This is an optimization exercise on Yosys and OpenROAD, whose aim is small area, not a production implementation. In this exercise RTL edits were held to simulation tests only and were not proved equivalent to the original. Power is estimated from default activity; no workload was simulated.

**flow/run.sh**
```bash
#!/bin/bash
# synth_recipe.tcl (not shown) runs the flow's synth.tcl, then flattens the netlist and writes it again
# the make line also repeats each setting of config.mk as NAME=value (left out here)
make -C /OpenROAD-flow-scripts/flow DESIGN_CONFIG=/design/flow/config.mk WORK_HOME=/design/flow/orfs CLKGATE_MAP_FILE= SYNTH_SCRIPT=/design/flow/synth_recipe.tcl finish
```
**flow/config.mk**
```make
export PLATFORM = sky130hd
export DESIGN_NAME = motion_tracker_top
export DESIGN_NICKNAME = motion_tracker_top
export VERILOG_FILES = /design/flow/design.v
export SDC_FILE = /design/flow/constraint.sdc
export NUM_CORES = 4
export LEC_CHECK = 0
export CAP_MARGIN = 20
export CORE_MARGIN = 2
export CORE_UTILIZATION = 40
export SLEW_MARGIN = 20
```
**flow/constraint.sdc**
```tcl
create_clock -name core_clock -period 7.0 [get_ports {clk_65mhz}]
set_input_delay 1.4000 -clock core_clock [delete_from_list [all_inputs] [get_ports {clk_65mhz}]]
set_output_delay 1.4000 -clock core_clock [all_outputs]
set_load 0.01 [all_outputs]
```
**flow/design.v**
```verilog
`default_nettype none
package motion_pkg;
    localparam int FRAME_WIDTH  = 320;
    localparam int FRAME_HEIGHT = 240;
    localparam int P1_RED_MIN = 11;
    localparam int P1_GB_MAX  = 2;
    localparam int P2_WHITE_MIN = 13;
    localparam int DIV_CYCLES = 24;
    localparam int DIV_CNT_W  = $clog2(DIV_CYCLES);
    localparam int WINDOW_UPDATES = 8;
    localparam int WIN_CNT_W      = $clog2(WINDOW_UPDATES);
    localparam int PUNCH_DX_MIN = 'h40;
    localparam int PUNCH_DY_MAX = 'h30;
    localparam int KICK_DY_MIN  = 'h40;
    localparam int KICK_DX_MAX  = 'h30;
    localparam logic [1:0] DIV_IDLE = 2'd0;
    localparam logic [1:0] DIV_RUN  = 2'd1;
    localparam logic [1:0] DIV_DONE = 2'd2;
endpackage
`default_nettype wire
`timescale 1ns/1ps
`default_nettype none
module blob_accumulator (
    input  wire logic        clk_65mhz,
    input  wire logic        reset_8frame_delta_values,
    input  wire logic [29:0] pixel,
    input  wire logic        frame_end,
    output logic             blob_valid,
    output logic [63:0]      p1_blob,
    output logic [63:0]      p2_blob
);
    logic        pix_valid;
    logic [8:0]  pix_column;
    logic [7:0]  pix_row;
    logic [11:0] pix_rgb;
    logic [8:0]  mirror_x;
    logic        is_p1;
    logic        is_p2;
    logic [63:0] acc_p1;
    logic [63:0] acc_p2;
    function automatic logic [63:0] add_pixel(input logic [63:0] s, input logic [8:0] x,
                                              input logic [7:0] y);
        logic [63:0] r;
        r[63:48] = s[63:48] + 16'd1;
        r[47:24] = s[47:24] + {15'd0, x};
        r[23:0]  = s[23:0] + {16'd0, y};
        add_pixel = r;
    endfunction
    assign pix_valid  = pixel[29];
    assign pix_column = pixel[28:20];
    assign pix_row    = pixel[19:12];
    assign pix_rgb    = pixel[11:0];
    assign mirror_x = 9'(motion_pkg::FRAME_WIDTH - 1) - pix_column;
    assign is_p1 = pix_valid && (pix_rgb[11:8] > 4'(motion_pkg::P1_RED_MIN)) &&
                   (pix_rgb[7:4] < 4'(motion_pkg::P1_GB_MAX)) &&
                   (pix_rgb[3:0] < 4'(motion_pkg::P1_GB_MAX));
    assign is_p2 = pix_valid && !is_p1 && (pix_rgb[11:8] > 4'(motion_pkg::P2_WHITE_MIN)) &&
                   (pix_rgb[7:4] > 4'(motion_pkg::P2_WHITE_MIN)) &&
                   (pix_rgb[3:0] > 4'(motion_pkg::P2_WHITE_MIN));
    always_ff @(posedge clk_65mhz) begin
        if (reset_8frame_delta_values) begin
            blob_valid <= 1'b0;
            acc_p1     <= '0;
            acc_p2     <= '0;
        end else begin
            blob_valid <= frame_end;
            if (frame_end) begin
                p1_blob <= acc_p1;
                p2_blob <= acc_p2;
                acc_p1  <= '0;
                acc_p2  <= '0;
            end else if (is_p1) begin
                acc_p1 <= add_pixel(acc_p1, mirror_x, pix_row);
            end else if (is_p2) begin
                acc_p2 <= add_pixel(acc_p2, mirror_x, pix_row);
            end
        end
    end
endmodule
`default_nettype wire
`timescale 1ns/1ps
`default_nettype none
module centroid_divider (
    input  wire logic        clk_65mhz,
    input  wire logic        reset_8frame_delta_values,
    input  wire logic        start,
    input  wire logic [63:0] blob,
    output logic             centroid_valid,
    output logic [17:0]      centroid
);
    localparam int CW = motion_pkg::DIV_CNT_W;
    logic [1:0]    state;
    logic [CW-1:0] bit_cnt;
    logic [15:0]   divisor;
    logic          seen;
    logic [15:0]   x_rem;
    logic [15:0]   y_rem;
    logic [23:0]   x_quo;
    logic [23:0]   y_quo;
    function automatic logic [39:0] div_step(input logic [15:0] rem, input logic [23:0] quo,
                                             input logic [15:0] den);
        logic [16:0] trial;
        logic [39:0] r;
        trial = {rem, quo[23]};
        if (trial >= {1'b0, den}) begin
            trial = trial - {1'b0, den};
            r     = {trial[15:0], quo[22:0], 1'b1};
        end else begin
            r     = {trial[15:0], quo[22:0], 1'b0};
        end
        div_step = r;
    endfunction
    always_ff @(posedge clk_65mhz) begin
        if (reset_8frame_delta_values) begin
            state   <= motion_pkg::DIV_IDLE;
            bit_cnt <= '0;
        end else begin
            case (state)
                motion_pkg::DIV_IDLE: begin
                    if (start) begin
                        x_rem   <= '0;
                        y_rem   <= '0;
                        x_quo   <= blob[47:24];
                        y_quo   <= blob[23:0];
                        divisor <= blob[63:48];
                        seen    <= (blob[63:48] != 16'd0);
                        bit_cnt <= '0;
                        state   <= motion_pkg::DIV_RUN;
                    end
                end
                motion_pkg::DIV_RUN: begin
                    {x_rem, x_quo} <= div_step(x_rem, x_quo, divisor);
                    {y_rem, y_quo} <= div_step(y_rem, y_quo, divisor);
                    bit_cnt        <= bit_cnt + 1'b1;
                    if (bit_cnt == CW'(motion_pkg::DIV_CYCLES - 1)) begin
                        state <= motion_pkg::DIV_DONE;
                    end
                end
                default: begin
                    state <= motion_pkg::DIV_IDLE;
                end
            endcase
        end
    end
    assign centroid_valid = (state == motion_pkg::DIV_DONE);
    assign centroid       = {seen, x_quo[8:0], y_quo[7:0]};
endmodule
`default_nettype wire
`timescale 1ns/1ps
`default_nettype none
module motion_accumulator (
    input  wire logic        clk_65mhz,
    input  wire logic        reset_8frame_delta_values,
    input  wire logic        centroid_valid,
    input  wire logic [17:0] p1_centroid,
    input  wire logic [17:0] p2_centroid,
    output logic             window_valid,
    output logic [27:0]      p1_motion,
    output logic [27:0]      p2_motion
);
    localparam int WW = motion_pkg::WIN_CNT_W;
    logic [17:0]   cen          [2];
    logic [8:0]    last_x       [2];
    logic [7:0]    last_y       [2];
    logic          has_position [2];
    logic [27:0]   total        [2];
    logic [27:0]   next_total   [2];
    logic [WW-1:0] upd_cnt;
    logic          window_end;
    function automatic logic [13:0] axis_step(input logic [8:0] new_pos,
                                              input logic [8:0] old_pos, input logic enable);
        logic [13:0] s;
        s = '0;
        if (enable) begin
            s[13]   = (new_pos < old_pos);
            s[12:0] = s[13] ? {4'd0, 9'(old_pos - new_pos)} : {4'd0, 9'(new_pos - old_pos)};
        end
        axis_step = s;
    endfunction
    function automatic logic [13:0] fold(input logic [13:0] tot, input logic [13:0] st);
        logic [13:0] r;
        if (tot[13] == st[13]) begin
            r = {tot[13], 13'(tot[12:0] + st[12:0])};
        end else if (tot[12:0] > st[12:0]) begin
            r = {tot[13], 13'(tot[12:0] - st[12:0])};
        end else begin
            r = {st[13], 13'(st[12:0] - tot[12:0])};
        end
        fold = r;
    endfunction
    assign cen[0]     = p1_centroid;
    assign cen[1]     = p2_centroid;
    assign window_end = (upd_cnt == WW'(motion_pkg::WINDOW_UPDATES - 1));
    always_comb begin
        for (int p = 0; p < 2; p++) begin
            next_total[p][27:14] = fold(total[p][27:14], axis_step(cen[p][16:8],
                last_x[p], cen[p][17] && has_position[p]));
            next_total[p][13:0]  = fold(total[p][13:0], axis_step({1'b0, cen[p][7:0]},
                {1'b0, last_y[p]}, cen[p][17] && has_position[p]));
        end
    end
    always_ff @(posedge clk_65mhz) begin
        if (reset_8frame_delta_values) begin
            upd_cnt      <= '0;
            window_valid <= 1'b0;
            p1_motion    <= '0;
            p2_motion    <= '0;
            for (int p = 0; p < 2; p++) begin
                total[p]        <= '0;
                has_position[p] <= 1'b0;
            end
        end else begin
            window_valid <= 1'b0;
            if (centroid_valid) begin
                for (int p = 0; p < 2; p++) begin
                    if (cen[p][17]) begin
                        last_x[p]       <= cen[p][16:8];
                        last_y[p]       <= cen[p][7:0];
                        has_position[p] <= 1'b1;
                    end
                end
                if (window_end) begin
                    window_valid <= 1'b1;
                    upd_cnt      <= '0;
                    p1_motion    <= next_total[0];
                    p2_motion    <= next_total[1];
                    total[0]     <= '0;
                    total[1]     <= '0;
                end else begin
                    upd_cnt  <= upd_cnt + 1'b1;
                    total[0] <= next_total[0];
                    total[1] <= next_total[1];
                end
            end
        end
    end
endmodule
`default_nettype wire
`timescale 1ns/1ps
`default_nettype none
module gesture_classifier (
    input  wire logic        clk_65mhz,
    input  wire logic        reset_8frame_delta_values,
    input  wire logic        window_valid,
    input  wire logic [27:0] p1_motion,
    input  wire logic [27:0] p2_motion,
    output logic             gesture_valid,
    output logic [1:0]       p1_gesture,
    output logic [1:0]       p2_gesture,
    output logic [27:0]      p1_motion_out,
    output logic [27:0]      p2_motion_out
);
    function automatic logic [1:0] classify(input logic [27:0] m);
        logic [1:0] g;
        g[1] = (m[26:14] > 13'(motion_pkg::PUNCH_DX_MIN)) &&
               (m[12:0] < 13'(motion_pkg::PUNCH_DY_MAX));
        g[0] = (m[12:0] > 13'(motion_pkg::KICK_DY_MIN)) &&
               (m[26:14] < 13'(motion_pkg::KICK_DX_MAX));
        classify = g;
    endfunction
    always_ff @(posedge clk_65mhz) begin
        if (reset_8frame_delta_values) begin
            gesture_valid <= 1'b0;
            p1_gesture    <= '0;
            p2_gesture    <= '0;
            p1_motion_out <= '0;
            p2_motion_out <= '0;
        end else begin
            gesture_valid <= window_valid;
            if (window_valid) begin
                p1_gesture    <= classify(p1_motion);
                p2_gesture    <= classify(p2_motion);
                p1_motion_out <= p1_motion;
                p2_motion_out <= p2_motion;
            end
        end
    end
endmodule
`default_nettype wire
`timescale 1ns/1ps
`default_nettype none
module motion_tracker_top (
    input  wire logic       clk_65mhz,
    input  wire logic       reset_8frame_delta_values,
    input  wire logic [29:0] pixel,
    input  wire logic       frame_end,
    output logic            gesture_valid,
    output logic [1:0]      p1_gesture,
    output logic [1:0]      p2_gesture,
    output logic [27:0]     p1_motion,
    output logic [27:0]     p2_motion
);
    logic           blob_valid;
    logic [63:0]    p1_blob;
    logic [63:0]    p2_blob;
    logic           centroid_valid;
    logic [17:0]    p1_centroid;
    logic [17:0]    p2_centroid;
    logic           window_valid;
    logic [27:0]    p1_window;
    logic [27:0]    p2_window;
    blob_accumulator blob_acc (
        .clk_65mhz                 (clk_65mhz),
        .reset_8frame_delta_values (reset_8frame_delta_values),
        .pixel                     (pixel),
        .frame_end                 (frame_end),
        .blob_valid                (blob_valid),
        .p1_blob                   (p1_blob),
        .p2_blob                   (p2_blob)
    );
    centroid_divider p1_div (
        .clk_65mhz                 (clk_65mhz),
        .reset_8frame_delta_values (reset_8frame_delta_values),
        .start                     (blob_valid),
        .blob                      (p1_blob),
        .centroid_valid            (centroid_valid),
        .centroid                  (p1_centroid)
    );
    centroid_divider p2_div (
        .clk_65mhz                 (clk_65mhz),
        .reset_8frame_delta_values (reset_8frame_delta_values),
        .start                     (blob_valid),
        .blob                      (p2_blob),
        .centroid_valid            (),
        .centroid                  (p2_centroid)
    );
    motion_accumulator motion_acc (
        .clk_65mhz                 (clk_65mhz),
        .reset_8frame_delta_values (reset_8frame_delta_values),
        .centroid_valid            (centroid_valid),
        .p1_centroid               (p1_centroid),
        .p2_centroid               (p2_centroid),
        .window_valid              (window_valid),
        .p1_motion                 (p1_window),
        .p2_motion                 (p2_window)
    );
    gesture_classifier gesture_cls (
        .clk_65mhz                 (clk_65mhz),
        .reset_8frame_delta_values (reset_8frame_delta_values),
        .window_valid              (window_valid),
        .p1_motion                 (p1_window),
        .p2_motion                 (p2_window),
        .gesture_valid             (gesture_valid),
        .p1_gesture                (p1_gesture),
        .p2_gesture                (p2_gesture),
        .p1_motion_out             (p1_motion),
        .p2_motion_out             (p2_motion)
    );
endmodule
`default_nettype wire
```
==> flow_metrics.env <==
export IMPL_cp_num_cells=19
export IMPL_layout_setup_ws_ns=0.8548
export IMPL_syn_inst=4087
export IMPL_core_rowCount=113
export IMPL_ys_async_sr_fraction_pct=0
export IMPL_holdBufCountCts=0
export IMPL_antenna_found_initial=1
export IMPL_drv_cap=0
export IMPL_synth_ff_type="edfxtp_1"
export IMPL_crit_chain="ha_1 -> a21oi_1 -> nand2_1 -> o211a_1 -> nor2_1 -> mux2i_1 -> o21ai_0 -> a221oi_1 -> o221ai_1 -> a31oi_1 -> ha_1 -> inv_1 -> nor3_1 -> a311oi_1 -> a211o_1 -> o311ai_0 -> o221ai_1 -> and3_1 -> nor3_1"
export IMPL_routed_wl_um=89420
export IMPL_grt_util_all_layers_pct=17.95
export IMPL_ir_worst_vdd_v=0.0001790
export IMPL_finalCriticalPeriod_ns=6.145
export IMPL_worstSetupEndpoint="motion_acc.p1_motion[6]"
export IMPL_cp_end_kind="flip-flop"
export IMPL_num_antenna_cells=0
export IMPL_tightest_slew_ns=1.069
export IMPL_crit_buf_inv=1
export IMPL_drtIter0Drc=2003
export IMPL_cts_max_level=3
export IMPL_grt_max_degree=118
export IMPL_post_cts_buffers=0
export IMPL_cp_slowest_stage_delay_ns=0.57
export IMPL_drive_gt1_share_pct=5.518
export IMPL_cts_buffer_depth=3
export IMPL_die_w_um=313.9
export IMPL_slowest_stage="a211o_1"
export IMPL_finalClockSkew_ns=0.03350
export IMPL_cp_required_ns=7.56
export IMPL_dp_cells=5311
export IMPL_io_pins=94
export IMPL_rsz0062_at_grt="no"
export IMPL_stdcell_area_sq_um=43150
export IMPL_synth_seq_area_share_pct=44.62
export IMPL_die_area_sq_um=98500
export IMPL_grt_pass1_vias=27484
export IMPL_synth_top_family_by_area="simple AND/OR/NAND/NOR gates"
export IMPL_drcViolationCount=0
export IMPL_max_slew_margin_pct=28.71
export IMPL_setup_violations=0
export IMPL_synth_area_per_cell_sq_um=9.396
export IMPL_yosysWarnings=10
export IMPL_power_density_nw_per_um2=205.8
export IMPL_drv_slew=0
export IMPL_final_util_pct=45.42
export IMPL_finalSetupTns_ns=0
export IMPL_regToRegStartpoint="p1_div.y_quo[4]"
export IMPL_dp_worst_setup_slack_ns=1.004
export IMPL_num_vias=28701
export IMPL_cp_max_fo=15
export IMPL_hold_viol_final=0
export IMPL_clock_fmax_mhz=162.7
export IMPL_area_delta_synth_final_pct=12.37
export IMPL_synthSimpleGateAreaFrac_pct=16.73
export IMPL_power_mw=8.880
export IMPL_fin_hold_ws_ns=0.4354
export IMPL_grt_overflow=0
export IMPL_ant_nets=0
export IMPL_ys_seq_elements=678
export IMPL_final_cell_mix="nand2_1, edfxtp_1, nor2_1"
export IMPL_cts_root_buf="clkbuf_16"
export IMPL_vias_per_cell=5.265
export IMPL_post_route_period_util_pct=87.79
export IMPL_core_area_sq_um=95010
export IMPL_yosysUniqueCellTypes=84
export IMPL_status="complete, no violations"
export IMPL_clock_sink_count=678
export IMPL_die_y_um=313.9
export IMPL_clk_pin_slew_ns=0.06
export IMPL_nNetsFinal=4474
export IMPL_post_cts_resized=0
export IMPL_placed_cell_area_sq_um=40620
export IMPL_crit_family="compound AO/OA/AOI/OAI gates"
export IMPL_portBuffers=90
export IMPL_clkLatencyLatePin_ns=0.65
export IMPL_instances_no_fill=5451
export IMPL_hpwl_um=62590
export IMPL_p_leak_nw=17.09
export IMPL_start_util_pct=40.42
export IMPL_r2r_end="motion_acc.p1_motion[6]"
export IMPL_reg2regPathDepth=19
export IMPL_synthXorXnorAreaFrac_pct=3.923
export IMPL_drt_wirelength_per_cell_um=16.40
export IMPL_synthesis_area_sq_um=38400
export IMPL_hp_class="reg -> reg"
export IMPL_place_congestion=0.8888
export IMPL_worstSetupPathType="reg -> reg"
export IMPL_rrSetupSlack_ns=0.85
export IMPL_syn_num_nets=4435
export IMPL_synth_compound_area_share_pct=15.34
export IMPL_numCtsBuffers=76
export IMPL_muxShareOfSynthArea_pct=4.037
export IMPL_crit_path_start="p1_div.y_quo[4]"
export IMPL_cts_tree="built"
export IMPL_worstPathArrival_ns=6.71
export IMPL_synth_edf_count=356
export IMPL_grt_pass1_wl_um=145300
export IMPL_layout_commonest_cell="nand2_1"
export IMPL_yosys_area_share_adder_pct=10.81
export IMPL_cp_start_kind="flip-flop"
export IMPL_drt_first_pass_iters=6
cell usage after synthesis (all sizes together) (30+ instances only):
| cell | number | area (sq um) |
|---|---|---|
| nand2b | 59 | 369.1 |
| clkbuf | 136 | 510.5 |
| a21o | 67 | 503.0 |
| inv | 292 | 1096 |
| nor2b | 51 | 319.1 |
| a21oi | 274 | 1371 |
| edfxtp | 356 | 10690 |
| nand2 | 528 | 1987 |
| nand3 | 83 | 415.4 |
| nand4 | 38 | 237.7 |
| or3 | 50 | 317.8 |
| mux2i | 138 | 1381 |
| nor3 | 76 | 380.4 |
| dfxtp | 322 | 6446 |
| xnor2 | 124 | 1086 |
| a211oi | 69 | 518.0 |
| xor2 | 48 | 420.4 |
| o21bai | 34 | 255.2 |
| and3 | 39 | 244.0 |
| ha | 287 | 3591 |
| and2 | 30 | 190.2 |
| nor2 | 348 | 1306 |
| o21ai | 218 | 1091 |
sequential cells by signal, summed over array words and instances, names as in the netlist, 28 cells and up:
signal and cells:
blob_acc.acc_p1 64, blob_acc.acc_p2 64, blob_acc.p1_blob 64, blob_acc.p2_blob 64, motion_acc.total 56, gesture_cls.p1_motion_out 28, gesture_cls.p2_motion_out 28, motion_acc.p1_motion 28
motion_acc.p2_motion 28
logic make-up after synthesis:
kind of cell | Yosys count
xor gates and xnor gates | 172
and+or+nand+nor | 1391
DFF | 678
buffers and inverters | 457
AOI/OAI and AO/OA | 921
adders and majority gates | 315
muxes | 153
power by group:
group,total [mW],switching (mW),internal [mW]
logic,0.629,0.394,0.235
clock network,3.94,1.72,2.22
registers,4.31,0.0376,4.27
total,8.88,2.16,6.72
final cells by class:
| class | count | area (sq um) |
|---|---|---|
| well taps | 1265 | 1583 |
| fillers | 9143 | 51860 |
| repair buffers | 125 | 1217 |
| clock inverters | 37 | 381.6 |
| flip-flops and latches | 678 | 17140 |
| multi-input cells | 2952 | 19640 |
| inverters | 293 | 1100 |
| clock buffers | 101 | 2096 |
per-layer routing:
metal	vias to the layer above	global-route usage [%]	wire length [um]	share of wire [%]
met5	-	0	0	0
li1	14528	-	-	-
met1	13492	25.32	44060	49
met2	563	28.94	39660	44
met3	118	2.362	3616	4.0
met4	0	4.850	2073	2.3
worst min path at each step:
stage / start / to / slack [ns] / cells after the start
global placement: blob_acc.p1_blob[56] / p1_div.divisor[8] / 0.43 / 0
floorplan: blob_acc.acc_p2[47] / blob_acc.p2_blob[47] / 0.42 / 0
CTS: blob_acc.p2_blob[53] / p2_div.divisor[5] / 0.43 / 0
detailed placement: blob_acc.p2_blob[58] / p2_div.divisor[10] / 0.44 / 0
finish: blob_acc.p2_blob[53] / p2_div.divisor[5] / 0.44 / 0
global route: blob_acc.p1_blob[61] / p1_div.divisor[13] / 0.45 / 0

## static timing again, ports no longer ideal
In the flow no input, the clock included, has a driving cell. The finished layout below was timed again as built, in two steps. Step 1 assumes that a clkbuf_16 drives the clock port and a buf_2 every other input. Step 2 also shifts input and output timing later by t, the mid clock arrival at the registers, as if the neighbouring blocks saw the same clock. a / b / c = no drivers / after step 1 / after step 2; a / b = the first two.
shift t [ns]: 0.698
slack for setup (ns): 0.855 / 0.855 / 0.855
hold WS [ns]: 0.435 / 0.435 / 0.435
worst setup path after step 2: register to register
After both steps setup and hold are still met in this run. For this run, drivers alone change the setup slack by 0.000 ns; drivers and shift together by 0.000 ns.
